What follows belongs to an exercise in optimizing a design on an open flow for small area and a short achievable clock period; a production flow would make more cautious choices. Function was checked by simulation only, so behaviour that the tests miss may differ from the original. Power is estimated from default activity; no workload was simulated.

==> design/flow/design.v <==
module l1_ld_responder #(
  parameter int unsigned DEPTH    = 64,
  parameter int unsigned LAT      = 2,
  parameter logic [31:0] MISS_PTE = 32'hFFFF_F000
) (
  input  logic                     clk_i,
  input  logic                     resetn_i,
  input  logic [27:0]              l1_va_i,
  input  logic                     l1_va_vld_i,
  input  logic                     l1_cancel_i,
  input  logic                     stall_i,
  output logic [31:0]              l1_pa_o,
  output logic                     l1_vld_o,
  input  logic                     fill_we_i,
  input  logic [$clog2(DEPTH)-1:0] fill_idx_i,
  input  logic [31:0]              fill_data_i,
  input  logic                     inv_all_i,
  output logic [15:0]              cancel_cnt_o,
  output logic [15:0]              miss_cnt_o
);
  localparam int unsigned IW = $clog2(DEPTH);
  localparam int unsigned DW = 32;
  localparam int unsigned CW = 16;
  logic [DW-1:0]    mem_q [DEPTH];    
  logic [DEPTH-1:0] ent_vld_q;
  logic             vld1_q, vld2_q;
  logic             hit1_q;
  logic [DW-1:0]    data1_q, data2_q;
  logic [CW-1:0]    cancel_cnt_q;
  logic [CW-1:0]    miss_cnt_q;
  logic [IW-1:0]    rd_idx_c;
  logic [DEPTH-1:0] rd_sel_c;     
  logic [DEPTH-1:0] wr_sel_c;     
  logic [DW-1:0]    rd_data_c;
  logic             rd_hit_c;
  logic             cancel_c;
  logic             miss_c;
  assign rd_idx_c = l1_va_i[IW+1:2];
  always_comb begin
    for (int i = 0; i < DEPTH; i++) begin
      rd_sel_c[i] = (rd_idx_c == IW'(i)) & ~stall_i;
      wr_sel_c[i] = (fill_idx_i == IW'(i)) & fill_we_i;
    end
  end
  always_comb begin
    rd_data_c = stall_i ? data1_q : '0;
    rd_hit_c  = stall_i & hit1_q;
    for (int i = 0; i < DEPTH; i++) begin
      rd_data_c = rd_data_c | ({DW{rd_sel_c[i]}} & mem_q[i]);
      rd_hit_c  = rd_hit_c | (rd_sel_c[i] & ent_vld_q[i]);
    end
  end
  assign miss_c   = l1_va_vld_i & ~stall_i & ~rd_hit_c;
  assign cancel_c = l1_cancel_i & ~stall_i & vld1_q;
  assign l1_pa_o      = data2_q;
  assign l1_vld_o     = vld2_q;
  assign cancel_cnt_o = cancel_cnt_q;
  assign miss_cnt_o   = miss_cnt_q;
  for (genvar i = 0; i < DEPTH; i++) begin : g_row
    logic [DW-1:0] row_q;
    always_ff @(posedge clk_i) begin
      row_q <= (row_q & {DW{~wr_sel_c[i]}}) | (fill_data_i & {DW{wr_sel_c[i]}});
    end
    assign mem_q[i] = row_q;
  end
  always_ff @(posedge clk_i) begin
    data1_q <= rd_data_c;
    hit1_q  <= rd_hit_c;
    if (!stall_i) begin
      data2_q <= hit1_q ? data1_q : MISS_PTE;
    end
  end
  always_ff @(posedge clk_i or negedge resetn_i) begin
    if (!resetn_i) begin
      ent_vld_q    <= '0;
      cancel_cnt_q <= '0;
      miss_cnt_q   <= '0;
      vld1_q       <= 1'b0;
      vld2_q       <= 1'b0;
    end else begin
      ent_vld_q <= (ent_vld_q & {DEPTH{~inv_all_i}}) | wr_sel_c;
      if (!stall_i) begin
        vld1_q <= l1_va_vld_i;
        vld2_q <= vld1_q & ~l1_cancel_i;
      end
      if (cancel_c && (cancel_cnt_q != '1)) begin
        cancel_cnt_q <= cancel_cnt_q + CW'(1);
      end
      if (miss_c && (miss_cnt_q != '1)) begin
        miss_cnt_q <= miss_cnt_q + CW'(1);
      end
    end
  end
endmodule
==> design/flow/flow/run.sh <==
#!/bin/bash
# Standard ORFS layout, except that the port buffers that placement inserts are
# plain buf cells (resizable by timing repair) instead of delay-buffer cells.
set -euo pipefail
# standard synthesis, unchanged
bash standard.sh synth > synth.log 2>&1
# rest of the standard flow, with the port buffer cell chosen
bash standard.sh finish "BUFFER_PORTS_ARGS=-buffer_cell sky130_fd_sc_hd__buf_4" > layout.log 2>&1
==> design/flow/standard.sh <==
#!/bin/bash
# synth_recipe.tcl (not shown) runs the flow's synth.tcl, then flattens the netlist and writes it again
# the make line also repeats each setting of config.mk as NAME=value (left out here)
make -C /OpenROAD-flow-scripts/flow DESIGN_CONFIG=/design/flow/config.mk WORK_HOME=/design/flow/orfs CLKGATE_MAP_FILE= SYNTH_SCRIPT=/design/flow/synth_recipe.tcl "${@:-finish}"
==> design/flow/config.mk <==
export PLATFORM = sky130hd
export DESIGN_NAME = l1_ld_responder
export DESIGN_NICKNAME = l1_ld_responder
export VERILOG_FILES = /design/flow/design.v
export SDC_FILE = /design/flow/constraint.sdc
export NUM_CORES = 4
export LEC_CHECK = 0
export CAP_MARGIN = 20
export CORE_MARGIN = 2
export CORE_UTILIZATION = 40
export CTS_BUF_LIST = sky130_fd_sc_hd__clkbuf_8
export SETUP_SLACK_MARGIN = 1.5
export SLEW_MARGIN = 20
==> design/flow/constraint.sdc <==
create_clock -name core_clock -period 4.0 [get_ports {clk_i}]
set_input_delay 0.8000 -clock core_clock [delete_from_list [all_inputs] [get_ports {clk_i}]]
set_output_delay 0.8000 -clock core_clock [all_outputs]
set_load 0.01 [all_outputs]
==> results of run 1 <==
-- report_power, final --
group / switching (mW) / internal [mW]
Clock: 8.89 / 9.28
Combinational: 1.39 / 0.629
Sequential: 0.257 / 25.6
Total: 10.5 / 35.5
-- metal layers --
layer	wire [um]	global-route usage (%)	vias to the layer above	share of wire [%]
li1	-	-	20577	-
met1	116000	42.9	28027	33
met2	149000	48.9	5573	43
met3	56100	10.5	1371	16
met4	28100	21.8	26	8.0
met5	577	0.653	-	0.17
-- worst max-delay path by stage --
stage | cells past startpoint | endpoint | startpoint
4_1_cts | 12 | data1_q[17] | stall_i
2_1_floorplan | 10 | miss_cnt_q[6] | l1_va_i[4]
5_1_grt | 8 | data1_q[17] | flip-flop
3_3_place_gp | 11 | data1_q[31] | l1_va_i[4]
3_5_place_dp | 11 | data1_q[22] | stall_i
6_report | 10 | data1_q[17] | l1_va_i[4]
-- placed cells by master (no fill, tap or decap), drive strengths merged, types with 68 or more instances in the layout --
cell,Yosys,layout
clkinv,0,93
nand3,68,68
nor2,175,175
a22o,86,86
dfrtp,98,98
clkbuf,140,398
a22oi,847,847
buf,127,611
nand2,216,216
inv,69,183
nand4,91,91
edfxtp,2080,2080
o22ai,109,109
-- per-stage QoR --
step / worst slack (ns) / cell area, sq um
after floorplan: 1.13 / 81700
after global placement: 0.159 / 89700
after detailed placement: 0.119 / 89800
after CTS: 1.41 / 96700
after global routing: 1.39 / 97000
final: 1.28 / 97100
-- kinds of logic (layout without fill, tap and decap cells) --
| logic type | after synthesis | after routing |
|---|---|---|
| other cells | 0 | 15 |
| flops | 2211 | 2211 |
| simple gates | 781 | 781 |
| buf+inv | 336 | 1295 |
| fa+ha+maj | 2 | 2 |
| compound gates | 1250 | 1250 |
| xor+xnor | 30 | 30 |
| mux | 11 | 11 |
-- what timing repair did --
action	in CTS	in global routing
setup endpoints to repair	60	41
pin swaps	3	6
endpoints found under the hold margin	75	0
hold buffers	3	0
cloned	1	0
gates resized for setup	38	28
setup buffers	33	14
-- final cells by class --
class                      instances  area [sq um]  share of cell area [%]
clock buffer                     398          5480                    5.64
multi-input combinational       2074         15200                    15.7
tap                             2672          3340                    3.44
antenna                           15          37.5                  0.0387
inverter                          69           263                   0.271
sequential                      2211         65600                    67.6
clock inverter                   213           951                   0.980
timing repair buffer             615          6160                    6.35
==> summary.md, run 1 <==
| Metric | Value |
|---|---|
| Yosys cell types | 69 |
| Initial antenna violation count | 21 |
| Kind of end point of the critical path | flip-flop |
| Final Max Tran Viols | 0 |
| Worst EP required | 4.96 ns |
| Number of synthesized flops with an enable pin | 2080 |
| Clk sinks | 2211 |
| Initial drt markers | 12241 |
| Syn_nets | 4696 |
| Die Wd | 454 um |
| Cell area after synthesis | 80800 sq um |
| Maxcap violations | 0 |
| Setup TNS | 0 ns |
| Global-route wire length before repair | 459000 um |
| Largest family of logic cells by synthesized area | compound AO/OA/AOI/OAI gates |
| Synth top area share | 77.3% |
| Mean Syn Cell Area | 17.5 sq um |
| Count leader, synth | edfxtp_1 |
| Crit path cell chain | buf_6, or4b_2, nor2_4, buf_12, a22oi_1, o211ai_1, nor4_1, nand3_1, buf_4, or3_1 |
| DRT antenna net count | 0 |
| PwrDens | 475 nW/um^2 |
| Max incr delay on CP | 0.79 ns |
| Die area | 206000 sq um |
| Ys flop type | edfxtp_1 |
| Clock transition at the registers of the reported paths | 0.06 ns |
| CP max stage cell | or4b_2 |
| FF-to-FF path depth | 8 |
| WP data arrival | 3.67 ns |
| Yosys top cell by area | edfxtp_1 |
| Mux share of post-synthesis cell area | 0.147% |
| Clk root buf | clkbuf_8 |
| GRT Residual Overflow | 0 |
| Max FO, Critical Path | 28 |
| Synthesis warning total | 2 |
| Setup Skew | 0.0868 ns |
| WL/cell | 42.3 um |
| Hold Vio Cnt, Final | 0 |
| Gr usage total | 33.4% |
| Clk buf depth | 4 |
| CTS tree | built |
| RSZ-0062 raised after global routing | true |
| Layout cells sized above 1 | 22.6% |
| VDD IR max | 416 uV |
| HP Class | in -> async |
| Placed cell count | 7589 |
| Delay-heaviest family, CP | simple AND/OR/NAND/NOR gates |
| Largest net degree at the start of global routing | 76 |
| Crit start category | primary input |
| Number of port buffers | 115 |
| Vias post-DR | 55574 |
| Period minus WS final | 2.72 ns |
| CP bufs+invs | 3 |
| Max-Slew Margin vs Limit | 20.8% |
| Post-Route WL | 350000 um |
| Crit Reg-Reg Endpoint | data1_q[17] |
| TritonRoute pass-1 iters | 17 |
| Number of remaining DRC errors | 0 |
| Rows | 165 |
| Worst Max-Slew Pin Slew | 1.18 ns |
| Post-synthesis sequential area ratio | 81.1% |
| Fin cells | 8267 |
| Fillers | 16842 |
| Synth Area in Simple Gates | 4.93% |
| Post-DR vias/cell | 6.72 |
| Power Total | 46.1 mW |
| Vias in the first global route | 51096 |
| GPL Wtd Cong | 0.921 |
| Starting Density | 40.1% |
| Status | finished clean |
| Ports | 138 |
| H-tree levels | 5 |
| P_leak | 31.7 nW |
| Final worst-path cycle share | 67.9% |
| Xor/xnor share of the synthesized area | 0.325% |
| CP Class | in -> reg |
| Num CTS Buffers | 350 |
| Adder-Cell Fraction of Synth Area | 0.0310% |
| Dominant cells by area after synthesis | edfxtp_1, a22oi_1, dfrtp_1 |
| Clk Latency, worst-skew pair | 1.10 ns |
| Synth-to-layout area growth | 20.1% |
| Post-layout util | 48.2% |
| Fmax | 368 MHz |
| Post-synthesis compound-gate area fraction | 11.7% |
| Die Y | 454 um |
| Gate Count Post-Synth | 4621 |
| Dpl hpwl | 202000 um |
| Worst hold margin | 0.208 ns |
| Post-synth ARST share | 4.43% |
| Endpoints failing setup | 0 |
| Core Region | 201000 sq um |
| Top post-synthesis cells by count | edfxtp_1, a22oi_1, nand2_1 |
| Reg2Reg Setup Slack | 1.38 ns |
| # nets final | 5396 |
| #FFs+latches synth | 2211 |
==> run 2, diff against run 1 <==
--- a/design/flow/config.mk
+++ b/design/flow/config.mk
@@ -9,5 +9,5 @@
 export CORE_MARGIN = 2
 export CORE_UTILIZATION = 40
 export CTS_BUF_LIST = sky130_fd_sc_hd__clkbuf_8
-export SETUP_SLACK_MARGIN = 1.5
+export SETUP_SLACK_MARGIN = 1.2
 export SLEW_MARGIN = 20
==> run 2 against run 1 <==
Highest routed layer unchanged. Power is 0.27% higher. First-iteration DRC count is 10% lower. Largest power group unchanged. Sequential share of layout area grew 0.46 points. Fmax down 6.8%. Area after synthesis unchanged. Core utilization fell by 0.33 points. Worst hold slack lost 0.14 ns. Die area unchanged. Combinational power down 6%. Synthesized cell count did not move. Non-clock buffer count down 46. Critical endpoint is now data1_q[4]. Routed wire length fell by 0.57%.
==> summary.md, run 2 <==
| Metric | Value |
|---|---|
| Commonest non-fill, non-tap cells in the layout | edfxtp_1, a22oi_1, buf_4 |
| Initial drt markers | 10967 (-10%) |
| Final worst-path cycle share | 72.9% (+4.9 points) |
| Clk buf depth | 4 (unchanged) |
| Final Max Tran Viols | 0 (unchanged) |
| Number of synthesized flops with an enable pin | 2080 (unchanged) |
| Sw Share | 23.1% (+0.18 points) |
| Yosys top cell by area | edfxtp_1 |
| Period minus WS final | 2.91 ns (+0.197 ns) |
| Synth Area in Simple Gates | 4.93% (unchanged) |
| P_int | 35.5 mW (about the same) |
| Max FO, Critical Path | 28 (unchanged) |
| CP bufs+invs | 3 (unchanged) |
| Largest net degree at the start of global routing | 81 (+6.6%) |
| Synth top area share | 77.3% (unchanged) |
| HP Class | in -> reg |
| Post-DR vias/cell | 6.72 (about the same) |
| Num CTS Buffers | 357 (+2.0%) |
| WHS Path Cells | 3 |
| Worst EP required | 5.05 ns (+0.09 ns) |
| CP Class | in -> reg |
| Top post-synthesis cells by count | edfxtp_1, a22oi_1, nand2_1 |
| Post-synth ARST share | 4.43% (unchanged) |
| Mean Syn Cell Area | 17.5 sq um (unchanged) |
| Seq pwr share | 56.0% (-0.2 points) |
| VDD IR max | 428 uV (+2.9%) |
| Crit start category | primary input |
| DRT antenna net count | 0 (unchanged) |
| WP data arrival | 3.96 ns (+0.29 ns) |
| #FFs+latches synth | 2211 (unchanged) |
| Dominant cells by area after synthesis | edfxtp_1, a22oi_1, dfrtp_1 |
| Clk Latency, worst-skew pair | 1.13 ns (+0.03 ns) |
| Maxcap violations | 0 (unchanged) |
| Hold Vio Cnt, Final | 0 (unchanged) |
| Starting Density | 40.1% (unchanged) |
| Largest family of logic cells by synthesized area | compound AO/OA/AOI/OAI gates |
| Ys flop type | edfxtp_1 |
| Xor/xnor share of the synthesized area | 0.325% (unchanged) |
| Adder-Cell Fraction of Synth Area | 0.0310% (unchanged) |
| Count leader, synth | edfxtp_1 |
| Pre-CTS setup slack | -0.105 ns (-0.224 ns) |
| GRT Residual Overflow | 0 (unchanged) |
| Max incr delay on CP | 0.95 ns (+0.16 ns) |
| Synth-to-layout area growth | 19.2% |
| Die area | 206000 sq um (unchanged) |
| Delay-heaviest family, CP | simple AND/OR/NAND/NOR gates |
| Syn_nets | 4696 (unchanged) |
| Yosys cell types | 69 (unchanged) |
| Cell area after synthesis | 80800 sq um (unchanged) |
| Core Region | 201000 sq um (unchanged) |
| CP max stage cell | nor2_4 |
| Global-route wire length before repair | 457000 um (-0.60%) |
| Crit Reg-Reg Endpoint | miss_cnt_q[6] |
| Logic pwr share | 4.1% (-0.3 points) |
| Synthesis warning total | 2 (unchanged) |
| Post-synthesis sequential area ratio | 81.1% (unchanged) |
| Vias post-DR | 55258 (-0.57%) |
| Max-Slew Margin vs Limit | 19.4% (-1.4 points) |
| Worst hold margin | 0.0714 ns (-0.136 ns) |
| Gr usage total | 33.2% (-0.24 points) |
| Fmax | 343 MHz (-6.8%) |
| WL/cell | 42.3 um (about the same) |
| Endpoints failing setup | 0 (unchanged) |
| Clk sinks | 2211 (unchanged) |
| # nets final | 5357 (-0.72%) |
| Setup TNS | 0 ns (unchanged) |
| Gate Count Post-Synth | 4621 (unchanged) |
| Sw power | 10.6 mW (+1.1%) |
| TritonRoute pass-1 iters | 6 (-11) |
| Vias in the first global route | 50865 (-0.45%) |
| Ports | 138 (unchanged) |
| Clock transition at the registers of the reported paths | 0.06 ns (about the same) |
| Clk root buf | clkbuf_8 |
| P_leak | 31.4 nW (-1.1%) |
| Number of port buffers | 115 (unchanged) |
| H-tree levels | 5 (unchanged) |
| GPL Wtd Cong | 0.928 (+0.75%) |
| Worst Hold End | vld1_q |
| Number of remaining DRC errors | 0 (unchanged) |
| Hold wc startpoint | stall_i |
| Most common cell after layout, fill and taps aside | edfxtp_1 |
| Worst Max-Slew Pin Slew | 1.21 ns (+0.0305 ns) |
| Status | finished clean |
| Met2 usage | 48.8% (-0.12 points) |
| Met3 Usage GRT | 11.4% (+0.88 points) |
| PwrDens | 479 nW/um^2 (+0.96%) |
| Setup Skew | 0.0781 ns (-0.00872 ns) |
| Mux share of post-synthesis cell area | 0.147% (unchanged) |
| Die Wd | 454 um (unchanged) |
| Reg2Reg Setup Slack | 1.41 ns (+0.03 ns) |
| Post-Route WL | 348000 um (-0.57%) |
| Rows | 165 (unchanged) |
| RSZ-0062 raised after global routing | false |
| Initial antenna violation count | 16 (-24%) |
| Dpl hpwl | 201000 um (-0.19%) |
| Kind of end point of the critical path | flip-flop |
| Total stage count of the critical path | 9 (-1) |
| Die Y | 454 um (unchanged) |
| Layout cells sized above 1 | 21.4% (-1.2 points) |
| Post-synthesis compound-gate area fraction | 11.7% (unchanged) |
| Power Total | 46.2 mW (+0.27%) |
| Met1 usage | 41.6% (-1.3 points) |
| Cell mode on critical path | buf_4 |
| FF-to-FF path depth | 7 (-1) |
| Setup WS post-layout | 1.09 ns (-0.197 ns) |
| Clock network fraction of design power | 39.9% (+0.5 points) |
| Start of the worst register-to-register path | ent_vld_q[14] |
| CTS tree | built |
| Most Crowded Layer GR | met2 |
| Crit path cell chain | buf_4, or4b_2, nor2_4, buf_4, a221oi_1, nand3_1, nor4_1, buf_4, nand3_1 |
-- run 2: cell count changes in the layout (fill, tap and decap cells not counted), moves of 6 or more --
cell / delta
buf_6: -20
buf_4: -17
clkinvlp_4: +6
nor4_2: -9
clkbuf_8: -14
nor4_1: +8
clkinv_1: +9
-- run 2: cells by family (layout without fill, tap and decap cells) --
logic type	Yosys count	in the layout
AO/OA/AOI/OAI	1250	1250
XOR/XNOR	30	30
adder cells (fa/ha/maj)	2	2
buffers and inverters	336	1258
flip-flops	2211	2211
multiplexers	11	11
other	0	10
AND/OR/NAND/NOR	781	781
-- run 2: final cells by class --
class,count,area [sq um]
fillers,17012,105000
flip-flops and latches,2211,65600
multi-input cells,2074,15100
repair buffers,569,5620
clock buffers,384,5290
well taps,2672,3340
clock inverters,236,1200
inverters,69,263
diodes,10,25.0
-- run 2: power groups by stage --
| stage | logic [mW] | registers (mW) | clock network (mW) |
|---|---|---|---|
| floorplan | 0.632 | 26.2 | 0 |
| global placement | 1.78 | 26.3 | 0 |
| detailed placement | 1.81 | 26.4 | 0 |
| CTS | 1.82 | 25.9 | 18.3 |
| global route | 1.94 | 25.9 | 19.3 |
| finish | 1.89 | 25.9 | 18.4 |
-- run 2: per-stage QoR --
step / utilization, % / std cells / instance area [sq um]
3_5_place_dp: 44.5 / 7574 / 89700
4_1_cts: 47.7 / 8197 / 96200
3_3_place_gp: 44.5 / 7574 / 89700
5_1_grt: 47.8 / 8217 / 96400
6_report: 47.8 / 8225 / 96400
2_1_floorplan: - / 4621 / 81300
-- run 2: worst max path at each step --
stage	start	endpoint	slack [ns]
after CTS	stall_i	data1_q[9]	1.17
final	l1_va_i[4]	data1_q[4]	1.09
after floorplan	fill_idx_i[3]	flip-flop	0.90
after global routing	l1_va_i[4]	data1_q[4]	1.22
after detailed placement	stall_i	data1_q[9]	-0.10
after global placement	stall_i	data1_q[9]	-0.11
-- run 2: what timing repair did --
action,CTS,global route
setup endpoints to repair,2,12
pin swaps,0,3
buffers inserted,0,18
hold buffers,3,0
gates resized for setup,2,4
hold endpoints to repair,81,0
-- run 2: worst reg2reg max path, delay by kind of cell (launching register included) --
kind	cells	cell delay, ns
xor gates and xnor gates	1	0.15
AOI/OAI and AO/OA	3	0.65
and+or+nand+nor	2	0.96
DFF	1	0.38
muxes	1	0.27
-- run 2: metal layers --
metal / up-vias / part of all wire, %
met1: 27885 / 33
met4: 18 / 8.3
met3: 1396 / 16
li1: 20483 / -
met5: - / 0.037
met2: 5476 / 43
==> run 3, diff against run 2 <==
--- a/design/flow/config.mk
+++ b/design/flow/config.mk
@@ -8,6 +8,5 @@
 export CAP_MARGIN = 20
 export CORE_MARGIN = 2
 export CORE_UTILIZATION = 40
-export CTS_BUF_LIST = sky130_fd_sc_hd__clkbuf_8
-export SETUP_SLACK_MARGIN = 1.2
+export SETUP_SLACK_MARGIN = 1.8
 export SLEW_MARGIN = 20
==> run 3 against run 2 <==
Still clean. Critical path depth is 1 higher. Clock-buffer cell count is 84 lower. Routed wire length is 4.7% higher. Worst hold slack better by 0.056 ns. Fmax is 16% higher. Largest cell class unchanged. Largest power group unchanged.
==> summary.md, run 3 <==
| Metric | Value |
|---|---|
| Worst EP required | 4.74 ns (-0.31 ns) |
| Worst hold margin | 0.128 ns (+0.0564 ns) |
| Commonest non-fill, non-tap cells in the layout | edfxtp_1, a22oi_1, buf_4 |
| Logic pwr share | 5.1% (+1.0 points) |
| RSZ-0062 raised after global routing | true |
| Status | finished clean |
| WL/cell | 43.6 um (+3.1%) |
| Die area | 206000 sq um (unchanged) |
| WP data arrival | 3.25 ns (-0.71 ns) |
| Seq pwr share | 53.9% (-2.1 points) |
| Kind of end point of the critical path | flip-flop |
| FF-to-FF path depth | 7 (unchanged) |
| P_leak | 34.0 nW (+8.2%) |
| Starting Density | 40.1% (unchanged) |
| Yosys cell types | 69 (unchanged) |
| Multi-input logic area | 17000 sq um (+13%) |
| GPL Wtd Cong | 0.927 (about the same) |
| Top layer in use | met5 |
| Start of the worst register-to-register path | ent_vld_q[45] |
| Number of remaining DRC errors | 0 (unchanged) |
| Fmax | 400 MHz (+16%) |
| Crit start category | primary input |
| Number of port buffers | 115 (unchanged) |
| Power Total | 47.9 mW (+3.8%) |
| Yosys top cell by area | edfxtp_1 |
| Maxcap violations | 0 (unchanged) |
| Largest net degree at the start of global routing | 65 (-20%) |
| Period minus WS final | 2.50 ns (-0.413 ns) |
| Core Region | 201000 sq um (unchanged) |
| Vias post-DR | 57410 (+3.9%) |
| P_int | 37.3 mW (+5.0%) |
| Endpoints failing setup | 0 (unchanged) |
| FF+latch area | 65600 sq um (about the same) |
| M1 wire length | 115000 um (+1.0%) |
| Met2 wire len | 152000 um (+2.6%) |
| Mean Syn Cell Area | 17.5 sq um (unchanged) |
| Die Y | 454 um (unchanged) |
| HP Class | in -> reg |
| Post-layout util | 51.3% (+3.5 points) |
| GRT Residual Overflow | 0 (unchanged) |
| Ys flop type | edfxtp_1 |
| Syn_nets | 4696 (unchanged) |
| Post-DR vias/cell | 6.87 (+2.3%) |
| Clock network fraction of design power | 41.0% (+1.1 points) |
| Setup TNS | 0 ns (unchanged) |
| Ports | 138 (unchanged) |
| #FFs+latches synth | 2211 (unchanged) |
| Synth-to-layout area growth | 27.9% |
| VDD IR max | 534 uV (+25%) |
| Post-synthesis sequential area ratio | 81.1% (unchanged) |
| Worst Max-Slew Pin Slew | 1.03 ns (-0.171 ns) |
| Initial drt markers | 12102 (+10%) |
| Vias in the first global route | 51617 (+1.5%) |
| Num CTS Buffers | 208 (-42%) |
| Top post-synthesis cells by count | edfxtp_1, a22oi_1, nand2_1 |
| Sw power | 10.6 mW (-0.24%) |
| CP Class | in -> reg |
| Gr usage total | 34.0% (+0.80 points) |
| H-tree levels | 4 (-1) |
| Reg2Reg Setup Slack | 1.58 ns (+0.17 ns) |
| Rows | 165 (unchanged) |
| Count leader, synth | edfxtp_1 |
| Sw Share | 22.2% (-0.90 points) |
| Hold wc startpoint | l1_cancel_i |
| Setup Skew | 0.0473 ns (-0.0307 ns) |
| Final Max Tran Viols | 0 (unchanged) |
| Cell area after synthesis | 80800 sq um (unchanged) |
| DRT antenna net count | 0 (unchanged) |
| Crit Reg-Reg Endpoint | miss_cnt_q[4] |
| Fillers | 16068 (-5.5%) |
| Most common cell after layout, fill and taps aside | edfxtp_1 |
| TritonRoute pass-1 iters | 7 (+1) |
| Synth top area share | 77.3% (unchanged) |
| Gate Count Post-Synth | 4621 (unchanged) |
| Setup WS post-layout | 1.50 ns (+0.413 ns) |
| Post-synth ARST share | 4.43% (unchanged) |
| CTS tree | built |
| Metal3 WL | 62200 um (+11%) |
| PwrDens | 464 nW/um^2 (-3.2%) |
| Die Wd | 454 um (unchanged) |
| # nets final | 5561 (+3.8%) |
| Clock transition at the registers of the reported paths | 0.07 ns (about the same) |
| Global-route wire length before repair | 466000 um (+2.2%) |
| Worst Hold End | vld2_q |
| Initial antenna violation count | 18 (+2) |
| Max FO, Critical Path | 8 (-71%) |
| Max-Slew Margin vs Limit | 31.0% (+12 points) |
| Layout cells sized above 1 | 30.1% (+8.7 points) |
| Dpl hpwl | 197000 um (-2.0%) |
| Clk root buf | clkbuf_16 |
| Clk Latency, worst-skew pair | 0.91 ns (-0.22 ns) |
| Hold Vio Cnt, Final | 0 (unchanged) |
| WHS Path Cells | 2 (-1) |
| Post-Route WL | 364000 um (+4.7%) |
| Clk sinks | 2211 (unchanged) |
| Dominant cells by area after synthesis | edfxtp_1, a22oi_1, dfrtp_1 |
| Pre-CTS setup slack | -0.0670 ns (+0.0379 ns) |
| Synthesis warning total | 2 (unchanged) |
| Clk buf depth | 3 (-1) |
| Number of synthesized flops with an enable pin | 2080 (unchanged) |
| Final worst-path cycle share | 62.6% (-10 points) |
==> run 3: cell counts after synthesis <==
Identical to the previous run, type by type.
==> run 3: logic make-up after synthesis <==
logic type                 after synthesis  synth area share (%)
buffers and inverters                  336                  1.77
and+or+nand+nor                        781                  4.93
AOI/OAI and AO/OA                     1250                  11.7
DFF                                   2211                  81.1
xor gates and xnor gates                30                 0.325
muxes                                   11                 0.147
adders and majority gates                2                0.0310
==> run 3: metrics by stage <==
| stage | cells | area (sq um) |
|---|---|---|
| floorplan | 4621 | 82000 |
| global placement | 7534 | 89400 |
| detailed placement | 7534 | 89400 |
| CTS | 8191 | 100000 |
| global route | 8341 | 103000 |
| finish | 8355 | 103000 |
==> run 3: power by group through the flow <==
stage,clock network [mW],logic [mW],registers [mW]
6_report,19.6,2.44,25.9
5_1_grt,20.4,2.49,25.9
4_1_cts,19.6,2.18,25.8
3_5_place_dp,0,1.80,26.4
3_3_place_gp,0,1.76,26.4
2_1_floorplan,0,0.670,26.2
==> run 3: final cells by class <==
| type | instances | area share (%) |
|---|---|---|
| sequential | 2211 | 63.4 |
| multi-input combinational | 2082 | 16.5 |
| timing repair buffer | 914 | 10.1 |
| clock buffer | 300 | 5.69 |
| tap | 2672 | 3.23 |
| clock inverter | 91 | 0.749 |
| inverter | 69 | 0.254 |
| antenna | 16 | 0.0387 |
==> run 3: worst max-delay path by stage <==
stage | end | cells past startpoint | startpoint
after global placement | data1_q[7] | 10 | l1_va_i[4]
after CTS | data1_q[22] | 11 | l1_va_i[5]
after global routing | data1_q[21] | 12 | l1_va_i[7]
after detailed placement | data1_q[7] | 10 | l1_va_i[4]
after floorplan | miss_cnt_q[6] | 10 | l1_va_i[4]
final | data1_q[20] | 10 | l1_va_i[7]
==> run 3: what timing repair did <==
item                                   4_1_cts  5_1_grt
setup endpoints to repair                  159      152
endpoints found under the hold margin       41        0
hold buffers                                 1        0
gates resized for setup                    291      350
gates cloned                                17       13
pin swaps                                  111      200
setup buffers                              248      135
==> run 3: worst max-delay path, cell delays in order <==
cell and delay [ns]:
buf_12 0.12, or3b_4 0.32, buf_8 0.19, nor2_4 0.16, buf_4 0.19, a22oi_2 0.21, nand4_1 0.21, nor3_2 0.35
o211ai_1 0.13, or4_1 0.54
==> run 3: routing by layer <==
layer  global-route usage, %  up-vias
li1                        -    20885
met1                    42.1    28780
met2                    49.9     6076
met3                    12.0     1657
met4                    23.5       12
met5                       0        -

==> port drivers added, routing unchanged <==
The results above use ideal ports. As a check the final layouts listed here were re-extracted and re-timed, cells and wires unchanged. Step 1 sets driving cells, clkbuf_16 on the clock port and buf_2 on the other inputs (assumed; they add their load-dependent delay and slew). Step 2 times the ports against the registers' clock, not the clock port: input delays grow and output delays shrink by t, the midpoint of the rising clock arrivals with the driver on. a / b / c = ideal ports / drivers / drivers and shift; a / b = the first two.
run | t, ns | setup slack, ns | worst hold slack (ns) | slew at the worst register clock pin (ns) | worst data-port slew with drivers (ns)
run 1 | 1.142 | 1.283 / 1.250 / 0.108 | 0.208 / 0.148 / 0.496 | 0.07 / 0.07 | 0.19
run 2 | 1.175 | 1.085 / 1.059 / -0.115 | 0.071 / 0.021 / 0.497 | 0.07 / 0.07 | 0.13
run 3 | 0.964 | 1.498 / 1.363 / 0.399 | 0.128 / 0.071 / 0.523 | 0.07 / 0.07 | 0.34
Met with ideal ports but missed after step 2: setup timing in run 2. For run 2, which loses most, drivers alone change the setup slack by -0.026 ns; drivers and shift together by -1.200 ns.
